This design comes from an exercise in tuning for small area, a short achievable clock period and few clock cycles per item on the open sky130 flow, not from production work.
Only simulation tests tie the RTL to the original design; equivalence was not proved.
Power figures rest on the tool's default switching activity, not on a simulated workload.

==> 07-24: inputs <==
==> flow/design.v (excerpt) <==
module segment_tree_slot_allocator_unit #(
	parameter int unsigned SLOTS = stsa_pkg::SLOTS_DEFAULT
) (
	input  logic                     clk,
	input  logic                     arst_n,
	input  logic                     cfg_we,
	input  logic                     cfg_index,
	input  logic [stsa_pkg::CFG_DATA_W-1:0]    cfg_data,
	input  logic                     req_valid,
	output logic                     req_ready,
	input  logic                     req_opcode,
	input  logic [stsa_pkg::ADDR_W-1:0]        req_freed_address,
	output logic                     rsp_valid,
	input  logic                     rsp_ready,
	output logic [1:0]               rsp_status,
	output logic [stsa_pkg::ADDR_W-1:0]        rsp_block_address,
	output logic [stsa_pkg::SLOT_INDEX_W-1:0]  rsp_slot_index
);
==> flow/config.mk <==
export PLATFORM = sky130hd
export DESIGN_NAME = segment_tree_slot_allocator_unit
export DESIGN_NICKNAME = segment_tree_slot_allocator_unit
export VERILOG_FILES = /design/flow/design.v
export SDC_FILE = /design/flow/constraint.sdc
export NUM_CORES = 4
export LEC_CHECK = 0
export CAP_MARGIN = 20
export CORE_MARGIN = 2
export CORE_UTILIZATION = 35
export CTS_BUF_LIST = sky130_fd_sc_hd__clkbuf_8
export CTS_CLUSTER_DIAMETER = 45
export CTS_CLUSTER_SIZE = 16
export SLEW_MARGIN = 20
export SYNTH_HIERARCHICAL = 1
export SYNTH_MEMORY_MAX_BITS = 8192
export TNS_END_PERCENT = 10
==> flow/constraint.sdc <==
create_clock -name core_clock -period 12.0 [get_ports {clk}]
set_input_delay 2.4000 -clock core_clock [delete_from_list [all_inputs] [get_ports {clk}]]
set_output_delay 2.4000 -clock core_clock [all_outputs]
set_load 0.01 [all_outputs]
standard.sh (not shown) runs the stock make flow with config.mk's settings and CLKGATE_MAP_FILE= SYNTH_SCRIPT=/design/flow/synth_recipe.tcl, a recipe that flattens the netlist after the stock synthesis.
==> flow/flow/run.sh <==
#!/bin/bash
# Layout flow: the standard flow (standard synthesis, floorplan, placement, CTS,
# routing) run through standard.sh, with two changes to how the layout is made:
#  - the timing repair aims for the setup margin in flow/margin.txt, so the critical
#    paths are sized and buffered to finish well inside the 12 ns clock period;
#  - the port buffers are plain buffers (flow/port_buffer.txt) instead of delay cells.
# The constraints (constraint.sdc, clock period, I/O delays) are unchanged.
# make's full output goes to flow_make.log; each ORFS step logs under orfs/logs/.
set -euo pipefail
MARGIN=$(cat flow/margin.txt)
PORTBUF=$(cat flow/port_buffer.txt)
bash standard.sh SETUP_SLACK_MARGIN="$MARGIN" BUFFER_PORTS_ARGS="-buffer_cell $PORTBUF" finish > flow_make.log 2>&1
==> flow/flow/margin.txt <==
8.3
==> flow/flow/port_buffer.txt <==
sky130_fd_sc_hd__buf_2
==> inputs of 11-23, as changes to 07-24 <==
--- a/flow/design.v
+++ b/flow/design.v
@@ -200,18 +200,16 @@
 	logic          mp_op_q;
 	logic [7:0]    mp_slot_q;
 	logic          mp_outside_q;
 	logic [7:0]    map_slot_d;
 	logic          map_outside_d;
-	always_comb begin
-		logic [AW-1:0] sh;
-		sh         = in_off >> size_log2_q;
-		map_slot_d = sh[7:0];
-		map_outside_d = 1'b0;
-		for (int b = 8; b < AW; b++)
-			map_outside_d = map_outside_d | (in_off[b] & (SW'(b - 8) >= size_log2_q));
-	end
+	stsa_slot_of u_slot_of (
+		.off     (in_off),
+		.size    (size_log2_q),
+		.slot    (map_slot_d),
+		.outside (map_outside_d)
+	);
 	always_ff @(posedge clk or negedge arst_n) begin
 		if (!arst_n) mp_v_q <= 1'b0;
 		else         mp_v_q <= in_v_q;
 	end
 	always_ff @(posedge clk) begin
@@ -220,14 +218,12 @@
 		mp_outside_q <= map_outside_d;
 	end
 	logic [NG*GS-1:0] used_q;
 	logic [NG-1:0]    gfull_q;
 	logic [NG-1:0]    gfirst_q;
-	logic [GS-1:0]    grp_q;
 	logic [NG-1:0]    gfull_d;
 	logic [NG-1:0]    gfirst_d;
-	logic [GS-1:0]    grp_d;
 	logic             all_full;
 	assign all_full = ~|gfirst_q;
 	logic [7:0]    map_slot;
 	logic          map_outside;
 	logic [NG-1:0] map_row;
@@ -236,43 +232,34 @@
 	assign map_outside = mp_outside_q;
 	always_comb begin
 		for (int j = 0; j < NG; j++) map_row[j] = (map_slot[7:4] == j[3:0]);
 		for (int k = 0; k < GS; k++) map_col[k] = (map_slot[3:0] == k[3:0]);
 	end
+	logic [NG-1:0] gsel;
+	logic [GS-1:0] grp;
 	logic [GS-1:0] lfirst;      
 	logic [GS-1:0] lbelow;      
 	logic          last_free;   
-	always_comb begin
-		for (int k = 0; k < GS; k++) begin
-			logic below;
-			below = 1'b1;
-			for (int i = 0; i < k; i++) below = below & grp_q[i];
-			lbelow[k] = below;
-			lfirst[k] = below & ~grp_q[k];
-		end
-		last_free = &(grp_q | lbelow);
-	end
-	logic [NG-1:0] gafter;
-	logic [NG-1:0] gsel;
-	logic [GS-1:0] grp;
 	logic          free_bit;
-	always_comb begin
-		for (int j = 0; j < NG; j++) begin
-			logic below;
-			below = 1'b1;
-			for (int i = 0; i < j; i++) below = below & (gfull_q[i] | gfirst_q[i]);
-			gafter[j] = below & ~(gfull_q[j] | gfirst_q[j]);
-		end
-	end
-	assign gsel = mp_op_q ? map_row : gafter;
+	assign gsel = mp_op_q ? map_row : gfirst_q;
 	for (genvar k = 0; k < GS; k++) begin : g_col
 		logic [NG-1:0] colbits;
 		for (genvar j = 0; j < NG; j++) begin : g_b
 			assign colbits[j] = used_q[j*GS+k];
 		end
 		stsa_sel16 u_sel (.sel(gsel), .d(colbits), .y(grp[k]));
 	end
+	always_comb begin
+		for (int k = 0; k < GS; k++) begin
+			logic below;
+			below = 1'b1;
+			for (int i = 0; i < k; i++) below = below & grp[i];
+			lbelow[k] = below;
+			lfirst[k] = below & ~grp[k];
+		end
+		last_free = &(grp | lbelow);
+	end
 	assign free_bit = |(grp & map_col);
 	logic [3:0] alloc_hi;
 	logic [3:0] alloc_lo;
 	always_comb begin
 		alloc_hi = '0;
@@ -302,34 +289,33 @@
 		end
 	end
 	logic [NG-1:0] gkeep;      
 	logic [NG-1:0] gtake;      
 	logic [NG-1:0] gfirst_0;
-	logic          free_first;  
+	logic [NG-1:0] gfirst_1;
 	always_comb begin
 		gkeep = gfull_q & ~({NG{do_free}} & map_row) & {NG{started_q}};
 		gtake = gfirst_q & {NG{do_alloc & started_q}};
 		for (int j = 0; j < NG; j++) begin
 			logic below0;
+			logic below1;
 			below0 = 1'b1;
-			for (int i = 0; i < j; i++) below0 = below0 & gkeep[i];
+			below1 = 1'b1;
+			for (int i = 0; i < j; i++) begin
+				below0 = below0 & gkeep[i];
+				below1 = below1 & (gkeep[i] | gtake[i]);
+			end
 			gfirst_0[j] = below0 & ~gkeep[j];
+			gfirst_1[j] = below1 & ~(gkeep[j] | gtake[j]);
 		end
-		free_first = do_free & |(gfirst_0 & map_row);
 		gfull_d  = gkeep | (gtake & {NG{last_free}});
-		gfirst_d = (do_alloc & last_free) ? gafter : gfirst_0;
-		if (!started_q)                  grp_d = '0;
-		else if (do_alloc && last_free)  grp_d = grp;
-		else if (do_alloc)               grp_d = grp_q | lfirst;
-		else if (free_first)             grp_d = grp & ~map_col;
-		else                             grp_d = grp_q;
+		gfirst_d = last_free ? gfirst_1 : gfirst_0;
 	end
 	always_ff @(posedge clk) begin
 		used_q   <= used_d;
 		gfull_q  <= gfull_d;
 		gfirst_q <= gfirst_d;
-		grp_q    <= grp_d;
 	end
 	localparam int unsigned RW = 11;    
 	logic [1:0]    res_status;
 	logic [7:0]    res_slot;
 	logic          res_blk;
@@ -372,40 +358,19 @@
 	end
 	logic          out_v_q;
 	logic [1:0]    out_status_q;
 	logic [7:0]    out_slot_q;
 	logic [AW-1:0] out_block_q;
-	logic [AW-1:0] size_dec;     
-	logic [AW-1:0] mid;          
-	logic [AW-1:0] high;         
-	logic [AW-1:0] carry_run;    
 	logic [7:0]    base_win_q;
-	logic [8:0]    win_sum;
-	logic [AW-1:0] placed;
 	logic [AW-1:0] block_d;
-	always_comb begin
-		logic          run;
-		for (int b = 0; b < AW; b++) size_dec[b] = (size_log2_q == SW'(b));
-		for (int b = 0; b < AW; b++) begin
-			mid[b] = 1'b0;
-			for (int i = 0; i < 8; i++)
-				if (b >= i) mid[b] = mid[b] | size_dec[b - i];
-			high[b] = (b >= 8) ? (size_log2_q <= SW'(b - 8)) : 1'b0;
-		end
-		run = 1'b1;
-		for (int b = 0; b < AW; b++) begin
-			carry_run[b] = high[b] & run;
-			run = run & (base_q[b] | ~high[b]);
-		end
-		win_sum  = {1'b0, base_win_q} + {1'b0, q_head[7:0]};
-		for (int b = 0; b < AW; b++) begin
-			placed[b] = 1'b0;
-			for (int i = 0; i < 8; i++)
-				if (b >= i) placed[b] = placed[b] | (win_sum[i] & size_dec[b - i]);
-			block_d[b] = placed[b] | (~mid[b] & (base_q[b] ^ (win_sum[8] & carry_run[b])));
-		end
-	end
+	stsa_block_addr u_block_addr (
+		.base (base_q),
+		.size (size_log2_q),
+		.win  (base_win_q),
+		.slot (q_head[7:0]),
+		.addr (block_d)
+	);
 	always_ff @(posedge clk) begin
 		base_win_q <= 8'(base_q >> size_log2_q);
 	end
 	always_ff @(posedge clk or negedge arst_n) begin
 		if (!arst_n)    out_v_q <= 1'b0;
@@ -439,6 +404,59 @@
 	input  logic [15:0] d,
 	output logic        y
 );
 	assign y = |(sel & d);
 endmodule
+module stsa_slot_of (
+	input  logic [31:0] off,
+	input  logic [4:0]  size,
+	output logic [7:0]  slot,
+	output logic        outside
+);
+	logic [22:0] t;
+	logic [23:0] therm;
+	always_comb begin
+		for (int i = 0; i < 15; i++) begin
+			case (size[4:3])
+				2'd0:    t[i] = off[i];
+				2'd1:    t[i] = off[i + 8];
+				2'd2:    t[i] = off[i + 16];
+				default: t[i] = (i < 8) ? off[(i + 24) % 32] : 1'b0;
+			endcase
+		end
+		t[22:15] = '0;
+		for (int i = 0; i < 8; i++) slot[i] = t[i + 32'(size[2:0])];
+		for (int k = 0; k < 24; k++) therm[k] = (5'(k) >= size);
+		outside = |(off[31:8] & therm);
+	end
+endmodule
+module stsa_block_addr (
+	input  logic [31:0] base,
+	input  logic [4:0]  size,
+	input  logic [7:0]  win,
+	input  logic [7:0]  slot,
+	output logic [31:0] addr
+);
+	logic [8:0]  sum;
+	logic [31:0] placed;
+	logic [31:0] low;          
+	logic [31:0] high;         
+	logic [31:0] carry_run;    
+	logic [31:0] keep;         
+	always_comb begin
+		logic run;
+		for (int b = 0; b < 32; b++) begin
+			low[b]  = (size > 5'(b));
+			high[b] = (b >= 8) ? (size <= 5'(b - 8)) : 1'b0;
+		end
+		run = 1'b1;
+		for (int b = 0; b < 32; b++) begin
+			carry_run[b] = high[b] & run;
+			run = run & (base[b] | ~high[b]);
+		end
+		keep   = base & (low | high);
+		sum    = {1'b0, win} + {1'b0, slot};
+		placed = {24'd0, sum[7:0]} << size;
+		addr   = placed | (keep ^ ({32{sum[8]}} & carry_run));
+	end
+endmodule
 `default_nettype wire
- CORE_UTILIZATION: 35 -> 40
==> inputs of 11-15, as changes to 07-24 <==
--- a/flow/design.v
+++ b/flow/design.v
@@ -220,14 +220,12 @@
 		mp_outside_q <= map_outside_d;
 	end
 	logic [NG*GS-1:0] used_q;
 	logic [NG-1:0]    gfull_q;
 	logic [NG-1:0]    gfirst_q;
-	logic [GS-1:0]    grp_q;
 	logic [NG-1:0]    gfull_d;
 	logic [NG-1:0]    gfirst_d;
-	logic [GS-1:0]    grp_d;
 	logic             all_full;
 	assign all_full = ~|gfirst_q;
 	logic [7:0]    map_slot;
 	logic          map_outside;
 	logic [NG-1:0] map_row;
@@ -236,43 +234,34 @@
 	assign map_outside = mp_outside_q;
 	always_comb begin
 		for (int j = 0; j < NG; j++) map_row[j] = (map_slot[7:4] == j[3:0]);
 		for (int k = 0; k < GS; k++) map_col[k] = (map_slot[3:0] == k[3:0]);
 	end
+	logic [NG-1:0] gsel;
+	logic [GS-1:0] grp;
 	logic [GS-1:0] lfirst;      
 	logic [GS-1:0] lbelow;      
 	logic          last_free;   
-	always_comb begin
-		for (int k = 0; k < GS; k++) begin
-			logic below;
-			below = 1'b1;
-			for (int i = 0; i < k; i++) below = below & grp_q[i];
-			lbelow[k] = below;
-			lfirst[k] = below & ~grp_q[k];
-		end
-		last_free = &(grp_q | lbelow);
-	end
-	logic [NG-1:0] gafter;
-	logic [NG-1:0] gsel;
-	logic [GS-1:0] grp;
 	logic          free_bit;
-	always_comb begin
-		for (int j = 0; j < NG; j++) begin
-			logic below;
-			below = 1'b1;
-			for (int i = 0; i < j; i++) below = below & (gfull_q[i] | gfirst_q[i]);
-			gafter[j] = below & ~(gfull_q[j] | gfirst_q[j]);
-		end
-	end
-	assign gsel = mp_op_q ? map_row : gafter;
+	assign gsel = mp_op_q ? map_row : gfirst_q;
 	for (genvar k = 0; k < GS; k++) begin : g_col
 		logic [NG-1:0] colbits;
 		for (genvar j = 0; j < NG; j++) begin : g_b
 			assign colbits[j] = used_q[j*GS+k];
 		end
 		stsa_sel16 u_sel (.sel(gsel), .d(colbits), .y(grp[k]));
 	end
+	always_comb begin
+		for (int k = 0; k < GS; k++) begin
+			logic below;
+			below = 1'b1;
+			for (int i = 0; i < k; i++) below = below & grp[i];
+			lbelow[k] = below;
+			lfirst[k] = below & ~grp[k];
+		end
+		last_free = &(grp | lbelow);
+	end
 	assign free_bit = |(grp & map_col);
 	logic [3:0] alloc_hi;
 	logic [3:0] alloc_lo;
 	always_comb begin
 		alloc_hi = '0;
@@ -302,34 +291,33 @@
 		end
 	end
 	logic [NG-1:0] gkeep;      
 	logic [NG-1:0] gtake;      
 	logic [NG-1:0] gfirst_0;
-	logic          free_first;  
+	logic [NG-1:0] gfirst_1;
 	always_comb begin
 		gkeep = gfull_q & ~({NG{do_free}} & map_row) & {NG{started_q}};
 		gtake = gfirst_q & {NG{do_alloc & started_q}};
 		for (int j = 0; j < NG; j++) begin
 			logic below0;
+			logic below1;
 			below0 = 1'b1;
-			for (int i = 0; i < j; i++) below0 = below0 & gkeep[i];
+			below1 = 1'b1;
+			for (int i = 0; i < j; i++) begin
+				below0 = below0 & gkeep[i];
+				below1 = below1 & (gkeep[i] | gtake[i]);
+			end
 			gfirst_0[j] = below0 & ~gkeep[j];
+			gfirst_1[j] = below1 & ~(gkeep[j] | gtake[j]);
 		end
-		free_first = do_free & |(gfirst_0 & map_row);
 		gfull_d  = gkeep | (gtake & {NG{last_free}});
-		gfirst_d = (do_alloc & last_free) ? gafter : gfirst_0;
-		if (!started_q)                  grp_d = '0;
-		else if (do_alloc && last_free)  grp_d = grp;
-		else if (do_alloc)               grp_d = grp_q | lfirst;
-		else if (free_first)             grp_d = grp & ~map_col;
-		else                             grp_d = grp_q;
+		gfirst_d = last_free ? gfirst_1 : gfirst_0;
 	end
 	always_ff @(posedge clk) begin
 		used_q   <= used_d;
 		gfull_q  <= gfull_d;
 		gfirst_q <= gfirst_d;
-		grp_q    <= grp_d;
 	end
 	localparam int unsigned RW = 11;    
 	logic [1:0]    res_status;
 	logic [7:0]    res_slot;
 	logic          res_blk;
==> flow/flow/margin.txt (replaced) <==
8.4
- CTS_CLUSTER_DIAMETER: 45 -> 50
- CTS_CLUSTER_SIZE: 16 -> 20
- TNS_END_PERCENT: 10 -> not set
==> inputs of 12-02, as changes to 07-24 <==
--- a/flow/design.v
+++ b/flow/design.v
@@ -70,32 +70,10 @@
 			gg = gn;
 			pp = pn;
 		end
 		sub32 = p ^ {gg[30:0], 1'b1};
 	endfunction
-	function automatic logic [16:0] add16c(input logic [15:0] a, input logic [15:0] b,
-	                                       input logic cin);
-		logic [15:0] p, g, gg, pp, gn, pn;
-		p  = a ^ b;
-		g  = a & b;
-		g[0] = g[0] | (p[0] & cin);
-		gg = g;
-		pp = p;
-		for (int l = 0; l < 4; l++) begin
-			gn = gg;
-			pn = pp;
-			for (int i = 0; i < 16; i++) begin
-				if (((i >> l) & 1) == 1) begin
-					gn[i] = gg[i] | (pp[i] & gg[((i >> l) << l) - 1]);
-					pn[i] = pp[i] & pp[((i >> l) << l) - 1];
-				end
-			end
-			gg = gn;
-			pp = pn;
-		end
-		add16c = {gg[15], p ^ {gg[14:0], cin}};
-	endfunction
 endpackage
 `default_nettype wire
 `default_nettype none
 module stsa_ram #(
 	parameter int unsigned WIDTH = 8,
@@ -175,42 +153,32 @@
 		if (we_size)         size_log2_q <= cfg_data[SW-1:0];
 		else if (!started_q) size_log2_q <= stsa_pkg::SLOT_SIZE_LOG2_RESET;
 	end
 	logic          in_v_q;
 	logic          in_op_q;
-	logic [15:0]   in_off_lo_q;
-	logic          in_carry_q;
-	logic [15:0]   in_addr_hi_q;
-	logic [16:0]   in_lo_sum;
-	logic [16:0]   in_hi_sum;
-	logic [AW-1:0] in_off;
-	assign in_lo_sum = stsa_pkg::add16c(req_freed_address[15:0], ~base_q[15:0], 1'b1);
-	assign in_hi_sum = stsa_pkg::add16c(in_addr_hi_q, ~base_q[31:16], in_carry_q);
-	assign in_off    = {in_hi_sum[15:0], in_off_lo_q};
+	logic [AW-1:0] in_off_q;
 	always_ff @(posedge clk or negedge arst_n) begin
 		if (!arst_n) in_v_q <= 1'b0;
 		else         in_v_q <= acc;
 	end
 	always_ff @(posedge clk) begin
-		in_op_q      <= req_opcode;
-		in_off_lo_q  <= in_lo_sum[15:0];
-		in_carry_q   <= in_lo_sum[16];
-		in_addr_hi_q <= req_freed_address[31:16];
+		in_op_q  <= req_opcode;
+		in_off_q <= stsa_pkg::sub32(req_freed_address, base_q);
 	end
 	logic          mp_v_q;
 	logic          mp_op_q;
 	logic [7:0]    mp_slot_q;
 	logic          mp_outside_q;
 	logic [7:0]    map_slot_d;
 	logic          map_outside_d;
 	always_comb begin
 		logic [AW-1:0] sh;
-		sh         = in_off >> size_log2_q;
+		sh         = in_off_q >> size_log2_q;
 		map_slot_d = sh[7:0];
 		map_outside_d = 1'b0;
 		for (int b = 8; b < AW; b++)
-			map_outside_d = map_outside_d | (in_off[b] & (SW'(b - 8) >= size_log2_q));
+			map_outside_d = map_outside_d | (in_off_q[b] & (SW'(b - 8) >= size_log2_q));
 	end
 	always_ff @(posedge clk or negedge arst_n) begin
 		if (!arst_n) mp_v_q <= 1'b0;
 		else         mp_v_q <= in_v_q;
 	end
@@ -220,14 +188,12 @@
 		mp_outside_q <= map_outside_d;
 	end
 	logic [NG*GS-1:0] used_q;
 	logic [NG-1:0]    gfull_q;
 	logic [NG-1:0]    gfirst_q;
-	logic [GS-1:0]    grp_q;
 	logic [NG-1:0]    gfull_d;
 	logic [NG-1:0]    gfirst_d;
-	logic [GS-1:0]    grp_d;
 	logic             all_full;
 	assign all_full = ~|gfirst_q;
 	logic [7:0]    map_slot;
 	logic          map_outside;
 	logic [NG-1:0] map_row;
@@ -236,43 +202,34 @@
 	assign map_outside = mp_outside_q;
 	always_comb begin
 		for (int j = 0; j < NG; j++) map_row[j] = (map_slot[7:4] == j[3:0]);
 		for (int k = 0; k < GS; k++) map_col[k] = (map_slot[3:0] == k[3:0]);
 	end
+	logic [NG-1:0] gsel;
+	logic [GS-1:0] grp;
 	logic [GS-1:0] lfirst;      
 	logic [GS-1:0] lbelow;      
 	logic          last_free;   
-	always_comb begin
-		for (int k = 0; k < GS; k++) begin
-			logic below;
-			below = 1'b1;
-			for (int i = 0; i < k; i++) below = below & grp_q[i];
-			lbelow[k] = below;
-			lfirst[k] = below & ~grp_q[k];
-		end
-		last_free = &(grp_q | lbelow);
-	end
-	logic [NG-1:0] gafter;
-	logic [NG-1:0] gsel;
-	logic [GS-1:0] grp;
 	logic          free_bit;
-	always_comb begin
-		for (int j = 0; j < NG; j++) begin
-			logic below;
-			below = 1'b1;
-			for (int i = 0; i < j; i++) below = below & (gfull_q[i] | gfirst_q[i]);
-			gafter[j] = below & ~(gfull_q[j] | gfirst_q[j]);
-		end
-	end
-	assign gsel = mp_op_q ? map_row : gafter;
+	assign gsel = mp_op_q ? map_row : gfirst_q;
 	for (genvar k = 0; k < GS; k++) begin : g_col
 		logic [NG-1:0] colbits;
 		for (genvar j = 0; j < NG; j++) begin : g_b
 			assign colbits[j] = used_q[j*GS+k];
 		end
 		stsa_sel16 u_sel (.sel(gsel), .d(colbits), .y(grp[k]));
 	end
+	always_comb begin
+		for (int k = 0; k < GS; k++) begin
+			logic below;
+			below = 1'b1;
+			for (int i = 0; i < k; i++) below = below & grp[i];
+			lbelow[k] = below;
+			lfirst[k] = below & ~grp[k];
+		end
+		last_free = &(grp | lbelow);
+	end
 	assign free_bit = |(grp & map_col);
 	logic [3:0] alloc_hi;
 	logic [3:0] alloc_lo;
 	always_comb begin
 		alloc_hi = '0;
@@ -302,34 +259,33 @@
 		end
 	end
 	logic [NG-1:0] gkeep;      
 	logic [NG-1:0] gtake;      
 	logic [NG-1:0] gfirst_0;
-	logic          free_first;  
+	logic [NG-1:0] gfirst_1;
 	always_comb begin
 		gkeep = gfull_q & ~({NG{do_free}} & map_row) & {NG{started_q}};
 		gtake = gfirst_q & {NG{do_alloc & started_q}};
 		for (int j = 0; j < NG; j++) begin
 			logic below0;
+			logic below1;
 			below0 = 1'b1;
-			for (int i = 0; i < j; i++) below0 = below0 & gkeep[i];
+			below1 = 1'b1;
+			for (int i = 0; i < j; i++) begin
+				below0 = below0 & gkeep[i];
+				below1 = below1 & (gkeep[i] | gtake[i]);
+			end
 			gfirst_0[j] = below0 & ~gkeep[j];
+			gfirst_1[j] = below1 & ~(gkeep[j] | gtake[j]);
 		end
-		free_first = do_free & |(gfirst_0 & map_row);
 		gfull_d  = gkeep | (gtake & {NG{last_free}});
-		gfirst_d = (do_alloc & last_free) ? gafter : gfirst_0;
-		if (!started_q)                  grp_d = '0;
-		else if (do_alloc && last_free)  grp_d = grp;
-		else if (do_alloc)               grp_d = grp_q | lfirst;
-		else if (free_first)             grp_d = grp & ~map_col;
-		else                             grp_d = grp_q;
+		gfirst_d = last_free ? gfirst_1 : gfirst_0;
 	end
 	always_ff @(posedge clk) begin
 		used_q   <= used_d;
 		gfull_q  <= gfull_d;
 		gfirst_q <= gfirst_d;
-		grp_q    <= grp_d;
 	end
 	localparam int unsigned RW = 11;    
 	logic [1:0]    res_status;
 	logic [7:0]    res_slot;
 	logic          res_blk;
- CTS_BUF_LIST: sky130_fd_sc_hd__clkbuf_8 -> not set
- CTS_CLUSTER_DIAMETER: 45 -> not set
- CTS_CLUSTER_SIZE: 16 -> not set
- TNS_END_PERCENT: 10 -> not set
==> comparison <==
- Between 12-02 and 07-24, the lower first-iteration DRC count is in 12-02 (gap 21%, measured against 07-24).
- Of 07-24 and 11-15, 11-15 has the higher hold slack (gap 0.020 ns).
- Clock skew: 12-02 is higher than 07-24 (0.0052 ns).
- Final cell count, highest first: 07-24, 11-15, 12-02, 11-23.
- The lowest clock-buffer cell count belongs to 11-15, the highest to 07-24.
- Combinational power, highest first: 11-15, 07-24, 12-02, 11-23.
- Against 11-23, the sequential cell count of 12-02 is lower by 1.
- Of 12-02 and 11-15, 12-02 has the higher die area (gap 0.82%, measured against 11-15).
- Fmax: 11-15 is larger than 07-24 (11%).
- Via count: 11-23 < 12-02 < 11-15 < 07-24.
==> figures <==
item	12-02	11-23	07-24	11-15
Result of the run	timing/DRC/antenna clean	timing/DRC/antenna clean	timing/DRC/antenna clean	timing/DRC/antenna clean
Fraction of area in registers	0.362	0.382	0.371	0.352
Logic power comb	0.000963 W	0.000913 W	0.000969 W	0.00111 W
Adder and majority cell fraction of the synthesized area	0.0286	0.0308	0.0287	0.0307
Wire length on met3	7400 um	7210 um	8570 um	9650 um
Switching power as a share of total power	0.310	0.350	0.340	0.356
Clock tree buffer count of the final layout	65	62	74	55
Simple-gate share of the synthesized area	0.124	0.124	0.139	0.122
Level count of the clock H-tree	2	2	3	2
Multi-input logic area	0.0138 mm2	0.0132 mm2	0.0145 mm2	0.0142 mm2
Routed Wire Length	85600 um	82800 um	92800 um	95100 um
Met2 layer usage reported by global route	0.342	0.388	0.364	0.389
Register area	0.0110 mm2	0.0110 mm2	0.0113 mm2	0.0110 mm2
#MultiIn Comb	2034	1906	2194	2028
Post-synthesis sequential area ratio	0.438	0.444	0.432	0.443
Worst slack, placed	6.77 ns	6.99 ns	6.87 ns	6.91 ns
Instance area after placement	0.0270 mm2	0.0263 mm2	0.0283 mm2	0.0268 mm2
Per-instance average area after synthesis	9.15 um2	9.48 um2	9.00 um2	9.14 um2
Via count of the first global-routing pass	21423	20622	23131	23305
Highest net fanout along the worst path	3	7	10	6
Final HPWL from detailed placement	55800 um	53600 um	61300 um	59000 um
Testbench counts of 07-24, summed over its fixed seeds: cycles 12,048, items 12,000.
Testbench counts of 11-23, summed over its fixed seeds: cycles 12,048, items 12,000.
Testbench counts of 11-15, summed over its fixed seeds: cycles 12,048, items 12,000.
Testbench counts of 12-02, summed over its fixed seeds: cycles 12,048, items 12,000.

==> re-timing with driven ports <==
The results above use ideal ports. As a check the final layouts listed here were re-extracted and re-timed, cells and wires unchanged. Step 1: set_driving_cell puts a clkbuf_16 on clk and a buf_2 on each other input, an assumption about the parent block. Step 2 times the ports against the registers' clock, not the clock port: input delays grow and output delays shrink by t, the midpoint of the rising clock arrivals with the driver on. Three values: no drivers, after step 1, after step 2; two values: the first two.
| run | shift t [ns] | slack for setup (ns) | worst data-port slew with drivers (ns) |
|---|---|---|---|
| 07-24 | 0.744 | 7.483 / 7.483 / 7.000 | 0.09 |
| 11-23 | 0.790 | 8.000 / 8.000 / 7.277 | 0.08 |
| 11-15 | 0.781 | 7.919 / 7.919 / 7.323 | 0.08 |
| 12-02 | 0.698 | 7.928 / 7.942 / 7.244 | 0.12 |
After both steps every run listed still meets setup and hold. The setup slack of 11-23, which loses most, moves by 0.000 ns with the drivers and by -0.723 ns with both steps.
